Source: an optimization exercise on an open RTL-to-GDS flow (aim: small area, a short achievable clock period and few clock cycles per item). Production flows keep margins and buffers that such runs may drop.
RTL that was checked went through simulation tests only; none was proved equivalent to the original.
Power figures rest on the tool's default switching activity, not on a simulated workload.

Setup of run 1:
Design rda_top, start of the top module:
module rda_top (
	input  logic        clk,
	input  logic        rst,
	input  logic [63:0] req_a,
	input  logic [63:0] req_b,
	input  logic        req_cin,
	input  logic        req_valid,
	output logic        req_credit,
	output logic [64:0] rsp_sum,
	output logic        rsp_valid,
	input  logic        rsp_credit
);
Size: roughly 2,000 cells after synthesis, ~24,000 sq um of cells after synthesis.
clock: 3.6 ns
lec_check: 0
cap_margin: 20
core_margin: 2
core_utilization: 60
cts_cluster_diameter: 80
cts_cluster_size: 30
place_density: 0.72
setup_slack_margin: 1.6
slew_margin: 20
synth_hierarchical: 1
run.sh (not shown) runs the stock make flow with config.mk's settings and CLKGATE_MAP_FILE= SYNTH_SCRIPT=/design/flow/synth_recipe.tcl, a recipe that flattens the netlist after the stock synthesis.
Run 1 finished every step from synthesis to the final layout, and the layout passed the timing, DRC and antenna checks.
Inputs modified between run 1 and run 2:
--- a/flow/config.mk
+++ b/flow/config.mk
@@ -10 +10 @@
-export CORE_UTILIZATION = 60
+export CORE_UTILIZATION = 40
@@ -13 +12,0 @@
-export PLACE_DENSITY = 0.72
Findings:
Looking at end point of the critical path, the u_buffer.mem[3][7] result is from run 2; the u_buffer.mem[2][49] one comes from run 1.
Any difference in fraction of area in clock buffers and inverters between run 1 and run 2 is small enough to ignore.
| clock share of power | lower: run 1 |
Compared with run 1, run 2 shows wire length that has gone down by a little under 10%.
Re global-route wire length before repair: run 2 is 2.1 mm down on run 1.
| power | run 1 vs run 2 | ≈ equal |
Run 2: weighted congestion reported at the end of routability-driven placement lower than run 1
Run 2: worst hold slack 0.0085 ns below run 1
Compared with run 1, in run 2 area after synthesis level, shortest period the worst path allows went down.
Run 2 vs. run 1: number of nets in the layout saw a decrease; largest stage delay on the critical path saw a decrease.
The following lists how run 3 was set up differently from run 2:
==> flow/flow/run.sh (new file) <==
#!/bin/bash
# Layout flow: the standard synthesis and ORFS flow, with the port buffers
# made from plain buffers (buf_4) instead of the delay cells buffer_ports picks by default.
set -euo pipefail
cd "$(dirname "$0")/.."
bash standard.sh synth > synth.log 2>&1
bash standard.sh "BUFFER_PORTS_ARGS=-buffer_cell sky130_fd_sc_hd__buf_4" finish > layout.log 2>&1
test -f out/final.def
==> flow/standard.sh (new file) <==
#!/bin/bash
# synth_recipe.tcl (not shown) runs the flow's synth.tcl, then flattens the netlist and writes it again
# the make line also repeats each setting of config.mk as NAME=value (left out here)
make -C /OpenROAD-flow-scripts/flow DESIGN_CONFIG=/design/flow/config.mk WORK_HOME=/design/flow/orfs CLKGATE_MAP_FILE= SYNTH_SCRIPT=/design/flow/synth_recipe.tcl "${@:-finish}"
removed: flow/run.sh
==> results.txt <==
Run 3 finished all stages; the layout is clean.
Clock share of power was lower in run 2 than in run 3.
Status: routed length on met1 parity (run 3, run 2)
Power consumed by the clock network: run 3 vs run 2 up about 5%
Function was not checked in any run of this note: the RTL went through the layout flow alone.


rda_top, a different RTL version from the one above (not shown whole).
For scale: about 1,900 cells after synthesis, roughly 200 I/O pins, roughly 0.023 mm2 of cells after synthesis.
Settings: LEC_CHECK=0, CAP_MARGIN=20, CORE_MARGIN=2, CORE_UTILIZATION=40, CTS_CLUSTER_DIAMETER=80, CTS_CLUSTER_SIZE=30, SETUP_SLACK_MARGIN=1.7, SLEW_MARGIN=20, SYNTH_HIERARCHICAL=1; clock period 3.6 ns.
standard.sh (not shown) runs the stock make flow with config.mk's settings and CLKGATE_MAP_FILE= SYNTH_SCRIPT=/design/flow/synth_recipe.tcl, a recipe that flattens the netlist after the stock synthesis.
==> flow/flow/run.sh <==
#!/bin/bash
# Layout flow: the standard synthesis and ORFS flow, with the port buffers
# made from plain buffers (buf_1, resized later by timing repair) instead of the
# delay cells buffer_ports picks by default.
set -euo pipefail
cd "$(dirname "$0")/.."
bash standard.sh synth > synth.log 2>&1
bash standard.sh "BUFFER_PORTS_ARGS=-buffer_cell sky130_fd_sc_hd__buf_1" finish > layout.log 2>&1
test -f out/final.def
The starting point went through all stages and came out clean.
Testbench counts at the start, summed over its fixed seeds: cycles 16,024, items 16,000.
Then changed:
Settings changed: SETUP_SLACK_MARGIN 1.7 to 1.75, TNS_END_PERCENT set to 10.
=> Sequential cell count does not change. Synthesized cell count is unchanged. Design area drops by 0.37%. Via count is higher by 1.2%. Area after synthesis is unchanged. Final cell count hardly moves. Sequential power stays flat.
Then changed:
Settings changed: CTS_CLUSTER_DIAMETER 80 to 60, TNS_END_PERCENT 10 to not set.
=> The new run completed with no timing, DRC or antenna violations. Global-route usage is higher by 0.53 points. Synthesized area does not change. Utilization climbs by 1.3 points. Combinational power came out higher by a few percent. Wire length climbs slightly. Final cell count grows slightly. Clock-buffer cell count rose by 7.
Then changed:
Settings changed: CTS_CLUSTER_DIAMETER 60 to 80.
Result: The changed run finished with timing, DRC and antenna clean; non-clock buffer count came out higher by 1; via count came out lower slightly; routed wire length came out lower slightly; fmax barely changes; synthesized area stays the same; setup slack barely changes; clock skew came out lower by 0.011 ns.


Setup of the baseline:
Another version of the RTL of rda_top (not shown whole).
Size: about 2000 cells after synthesis, roughly 200 I/O pins, roughly 24000 µm² of cells after synthesis.
clock: 3.6 ns
lec_check: 0
cap_margin: 20
core_margin: 2
core_utilization: 40
cts_cluster_diameter: 80
cts_cluster_size: 30
setup_slack_margin: 1.75
slew_margin: 20
synth_hierarchical: 1
==> flow/flow/run.sh <==
#!/bin/bash
# Layout flow: the standard synthesis and ORFS flow. The port buffers are placed by
# flow/ports.tcl (plain buffers) instead of ORFS's default buffer_ports choice.
set -euo pipefail
cd "$(dirname "$0")/.."
W=$(pwd)
bash standard.sh synth > synth.log 2>&1
bash standard.sh DONT_BUFFER_PORTS=1 "PRE_GLOBAL_PLACE_TCL=$W/flow/ports.tcl" finish > layout.log 2>&1
test -f out/final.def
==> flow/flow/ports.tcl <==
# Buffer every input and output port with a plain buffer; timing repair resizes them later
puts "Perform port buffering (flow/ports.tcl)..."
buffer_ports -inputs -buffer_cell sky130_fd_sc_hd__buf_2
buffer_ports -outputs -buffer_cell sky130_fd_sc_hd__buf_4
> inputs changed (the baseline -> the candidate)
==> flow/flow/run.sh <==
#!/bin/bash
# Layout flow: the standard synthesis and ORFS flow, with the port buffers
# made from plain buffers (buf_2, resized later by timing repair) instead of the
# delay cells buffer_ports picks by default.
set -euo pipefail
cd "$(dirname "$0")/.."
bash standard.sh synth > synth.log 2>&1
bash standard.sh "BUFFER_PORTS_ARGS=-buffer_cell sky130_fd_sc_hd__buf_2" finish > layout.log 2>&1
test -f out/final.def
removed: flow/flow/ports.tcl
Findings:
- Lower worst path setup slack after routing among the baseline and the candidate: the candidate
- The candidate against the baseline; total sequential power is down by a few percent.
- Comparing the baseline against the candidate, there is no change at all in placement row count.
- Compared the baseline against the candidate; switching share of total power within noise.
No run of this note included a check of the RTL's function; only the layout flow was run.

-- afterwards: timing with drivers on the ports --
The results above use ideal ports. As a check the final layouts listed here were re-extracted and re-timed, cells and wires unchanged. Step 1: set_driving_cell puts a clkbuf_16 on clk and a buf_2 on each other input, an assumption about the parent block. Step 2 also shifts input and output timing later by t, the mid clock arrival at the registers, as if the neighbouring blocks saw the same clock. Slacks: ideal ports / drivers / drivers and shift; pairs: ideal ports / drivers.
run	shift t [ns]	slack for setup (ns)	max-slew violations	max-capacitance violations	pins driven straight from the clock port
run 1	0.627	1.315 / 1.315 / 1.040	0 / 0	0 / 0	1
run 2	0.643	1.570 / 1.567 / 1.028	0 / 0	0 / 0	1
run 3	0.636	1.570 / 1.570 / 1.151	0 / 0	0 / 0	1
the first run of note 2	0.645	1.743 / 1.689 / 1.212	0 / 0	0 / 0	1
the second run of note 2	0.647	1.678 / 1.620 / 1.153	0 / 0	0 / 0	1
the third run of note 2	0.624	1.786 / 1.728 / 1.254	0 / 0	0 / 0	1
the fourth run of note 2	0.631	1.783 / 1.728 / 1.243	0 / 0	0 / 0	1
the baseline	0.643	1.801 / 0.956 / 0.313	0 / 75	0 / 1	1
the candidate	0.637	1.779 / 1.722 / 1.354	0 / 0	0 / 0	1
After both steps setup and hold are still met in every run listed. With drivers on, slew violations rise in the baseline. The drivers bring new capacitance violations in the baseline. For the baseline, which loses most, drivers alone change the setup slack by -0.845 ns; drivers and shift together by -1.488 ns.
